What follows belongs to an exercise in optimizing a design on an open flow for small area, a short achievable clock period and few clock cycles; a production flow would make more cautious choices.
Only simulation tests tie the RTL to the original design; equivalence was not proved.

==> inputs of onyx <==
// ring_buffer_deque_core
module ring_buffer_deque_core #(
    parameter int DEPTH      = rbd_pkg::DEPTH_DEF,
    parameter int DATA_WIDTH = rbd_pkg::DATA_WIDTH_DEF
) (
    input  logic                        i_clk,
    input  logic                        i_rst_n,
    input  logic                        i_cfg_we,
    input  logic                        i_cfg_data,
    input  logic                        i_valid,
    output logic                        o_stall,
    input  logic [2:0]                  i_action,
    input  logic [31:0]                 i_elem_value,
    output logic                        o_valid,
    input  logic                        i_stall,
    output logic [1:0]                  o_status,
    output logic [31:0]                 o_data_out,
    output logic                        o_found,
    output logic [$clog2(DEPTH+1)-1:0]  o_count
);
Settings: LEC_CHECK=0, CAP_MARGIN=20, CORE_MARGIN=2, CORE_UTILIZATION=25, PLACE_DENSITY=0.35, SETUP_SLACK_MARGIN=4, SLEW_MARGIN=20; clock period 8.0 ns.
run.sh (not shown) runs the stock make flow with config.mk's settings and CLKGATE_MAP_FILE= SYNTH_SCRIPT=/design/flow/synth_recipe.tcl, a recipe that flattens the netlist after the stock synthesis.
==> cedar: changes against onyx <==
--- a/flow/design.v
+++ b/flow/design.v
@@ -42,13 +42,13 @@
     logic              q_v;
     logic [2:0]        q_act;
     logic [W-1:0]      q_val;
     logic              ov0, ov1;
     logic [1:0]        os0, os1;
     logic [W-1:0]      od0, od1;
-    logic [7:0]        of0, of1;        
+    logic [3:0]        of0, of1;        
     logic [CW-1:0]     oc0, oc1;
     logic [W-1:0]      e [DEPTH];       
     logic [DEPTH+2:0]  occ;
     logic [DEPTH:0]    mu, mv;          
     for (genvar i = 0; i <= DEPTH + 2; i++) begin : g_occ
         if (i <= DEPTH) begin : g_in
@@ -81,26 +81,18 @@
     assign ins_b = r_sort && r_xbv && !r_xbf;
     logic [1:0]    nld;
     logic [CW-1:0] nld_w;
     assign nld   = 2'(r_sort && r_xbv) + 2'(r_sort && r_xav);
     assign nld_w = CW'(nld);
     logic          nx_v, nx_f;
-    logic [CW-1:0] nx_m;                
     assign nx_f = r_u > nld_w;
-    assign nx_v = (r_sort || do_srt) && (r_cnt - r_v + r_u > nld_w);
-    assign nx_m = nld_w - r_u;
+    logic [CW-1:0] r_k;                 
+    assign nx_v = (r_sort || do_srt) && (r_k > nld_w);
+    logic [DEPTH-1:0] r_last, r_rsel, n_last, n_rsel;
     logic [DEPTH-1:0] rsel;
-    for (genvar i = 0; i < DEPTH; i++) begin : g_rsel
-        logic l0, l1, l2;
-        assign l0 = occ[i] && !occ[i+1];
-        assign l1 = occ[i+1] && !occ[i+2];
-        assign l2 = occ[i+2] && !occ[i+3];
-        assign rsel[i] = r_sort ? ((nx_m[1:0] == 2'd0 && l0) || (nx_m[1:0] == 2'd1 && l1)
-                                   || (nx_m[1:0] == 2'd2 && l2))
-                                : l0;
-    end
+    assign rsel = r_rsel;
     logic [W-1:0] back;
     always_comb begin
         back = '0;
         for (int i = 0; i < DEPTH; i++)
             back = back | ({W{rsel[i]}} & e[i]);
     end
@@ -109,13 +101,13 @@
         if (!nx_f)                 nx_val = back;
         else if (nld == 2'd0)      nx_val = e[0];
         else if (nld == 2'd1)      nx_val = e[1];
         else                       nx_val = e[2];
     end
     logic [W-1:0] bval, wval;
-    assign bval = r_sort ? r_xa : q_val;
+    assign bval = r_xa;                 
     assign wval = r_sort ? r_xb : q_val;
     logic [DEPTH-1:0] gt, eq, cn;
     for (genvar i = 0; i < DEPTH; i++) begin : g_cmp
         logic [W-1:0] x, y;
         assign x = e[i] ^ (W'(r_sgn) << (W - 1));
         assign y = bval ^ (W'(r_sgn) << (W - 1));
@@ -204,44 +196,69 @@
             n_u = empty ? '0 : r_cnt - 1'b1;
             n_v = r_cnt;
         end
     end
     logic sort_done;
     assign sort_done = (do_srt && u0 && b0) || (r_sort && r_xbv && !r_xav);
+    logic          n_sort, n_xav, n_xbv;
+    logic [1:0]    n_nld;
+    logic          nm1, nm2;
+    always_comb begin
+        n_last = r_last;
+        if (do_pf || do_pb) n_last = {r_last[DEPTH-2:0], empty};
+        if (do_qf || do_qb) n_last = {1'b0, r_last[DEPTH-1:1]};
+    end
+    assign n_sort = (r_sort || do_srt) && !sort_done;
+    assign n_xav  = (r_sort || do_srt) ? nx_v : r_xav;
+    assign n_xbv  = (r_sort || do_srt) ? (r_sort && r_xav) : r_xbv;
+    assign n_nld  = 2'(n_sort && n_xbv) + 2'(n_sort && n_xav);
+    logic          nu0, nu1;
+    assign nu0    = (r_u == '0) || (r_u == CW'(1) && ins_f);
+    assign nu1    = (r_u == CW'(1) && !ins_f) || (r_u == CW'(2) && ins_f);
+    assign nm1    = (n_nld == 2'd1 && nu0) || (n_nld == 2'd2 && nu1);
+    assign nm2    = (n_nld == 2'd2 && nu0);
+    assign n_rsel = nm2 ? {2'b00, n_last[DEPTH-1:2]}
+                  : (nm1 ? {1'b0, n_last[DEPTH-1:1]} : n_last);
     logic          res_v;
     logic [1:0]    res_st;
     logic [W-1:0]  res_d;
-    logic [7:0]    res_f;
+    logic [3:0]    res_f;
     logic [CW-1:0] res_c;
     always_comb begin
         res_v  = (exec && q_act != rbd_pkg::ACT_SORT) || sort_done;
         res_st = rbd_pkg::ST_OK;
         if (exec && q_act[2:1] == 2'b00 && full)  res_st = rbd_pkg::ST_FULL;
         if (exec && q_act[2:1] == 2'b01 && empty) res_st = rbd_pkg::ST_EMPTY;
         res_d  = do_qf ? e[0] : (do_qb ? back : '0);
-        for (int g = 0; g < 8; g++)
-            res_f[g] = do_con && (|(eq[8*g +: 8] & occ[8*g +: 8]));
+        for (int g = 0; g < 4; g++)
+            res_f[g] = do_con && (|(eq[16*g +: 16] & occ[16*g +: 16]));
         res_c  = n_cnt;
     end
     logic deliver;
     assign deliver = ov0 && !i_stall;
     always_ff @(posedge i_clk) begin
         if (!i_rst_n) begin
             r_sgn  <= 1'b0;
             r_cnt  <= '0;
+            r_k    <= '0;
+            r_last <= '0;
+            r_rsel <= '0;
             r_u    <= '0;
             r_v    <= '0;
             r_sort <= 1'b0;
             r_xav  <= 1'b0;
             r_xbv  <= 1'b0;
             q_v    <= 1'b0;
             ov0    <= 1'b0;
             ov1    <= 1'b0;
         end else begin
             if (i_cfg_we) r_sgn <= i_cfg_data;
             r_cnt  <= n_cnt;
+            r_k    <= n_cnt - n_v + n_u;
+            r_last <= n_last;
+            r_rsel <= n_rsel;
             r_u    <= n_u;
             r_v    <= n_v;
             r_sort <= (r_sort || do_srt) && !sort_done;
             if (r_sort || do_srt) begin
                 r_xav <= nx_v;
                 r_xbv <= r_sort && r_xav;
@@ -255,18 +272,20 @@
                 ov1 <= ov0;
             end
         end
     end
     always_ff @(posedge i_clk) begin
         if (r_sort || do_srt) begin
-            r_xa  <= nx_val;
             r_xaf <= nx_f;
             r_xb  <= r_xa;
             r_xbf <= r_xaf;
             r_c   <= n_c;
         end
+        if (n_sort)               r_xa <= nx_val;
+        else if (exec || !q_v)    r_xa <= i_elem_value;
+        else                      r_xa <= q_val;
         if (exec || !q_v) begin
             q_act <= i_action;
             q_val <= i_elem_value;
         end
         if (deliver ? ov1 : 1'b0) begin
             os0 <= os1; od0 <= od1; of0 <= of1; oc0 <= oc1;
Settings changed: CORE_UTILIZATION 25 to 20, MIN_ROUTING_LAYER set to met2, PLACE_DENSITY 0.35 to 0.25, TNS_END_PERCENT set to 5.
==> qor summary <==
quantity                                                                             onyx                      cedar
Status                                                          aborted with a tool error  aborted with a tool error
Stage where the flow stopped                                     global routing (5_1_grt)   global routing (5_1_grt)
Final HPWL DP                                                                     1920 mm                    1580 mm
Cells after synthesis                                                               19600                      19200
Fraction of the mapped netlist area in simple logic gates                           19.2%                      16.7%
Number of library cell types mapped by synthesis                                      113                        110
Cell Rows                                                                             297                        334
Routability congestion estimate                                                      1.23                       1.30
FF+latch count, synth                                                                2339                       2466
Cells after DPL                                                                     29100                      30200
Vertical die dimension                                                        815 microns                916 microns
Portion of the post-synthesis area used by sequential elements                      30.1%                      30.8%
Number of nets in the synthesized netlist                                           21800                      21400
Placement-stage cell area                                                     0.194 sq mm                0.188 sq mm
Testbench counts of onyx, summed over its fixed seeds: cycles 9,259.
Testbench counts of cedar, summed over its fixed seeds: cycles 9,259.
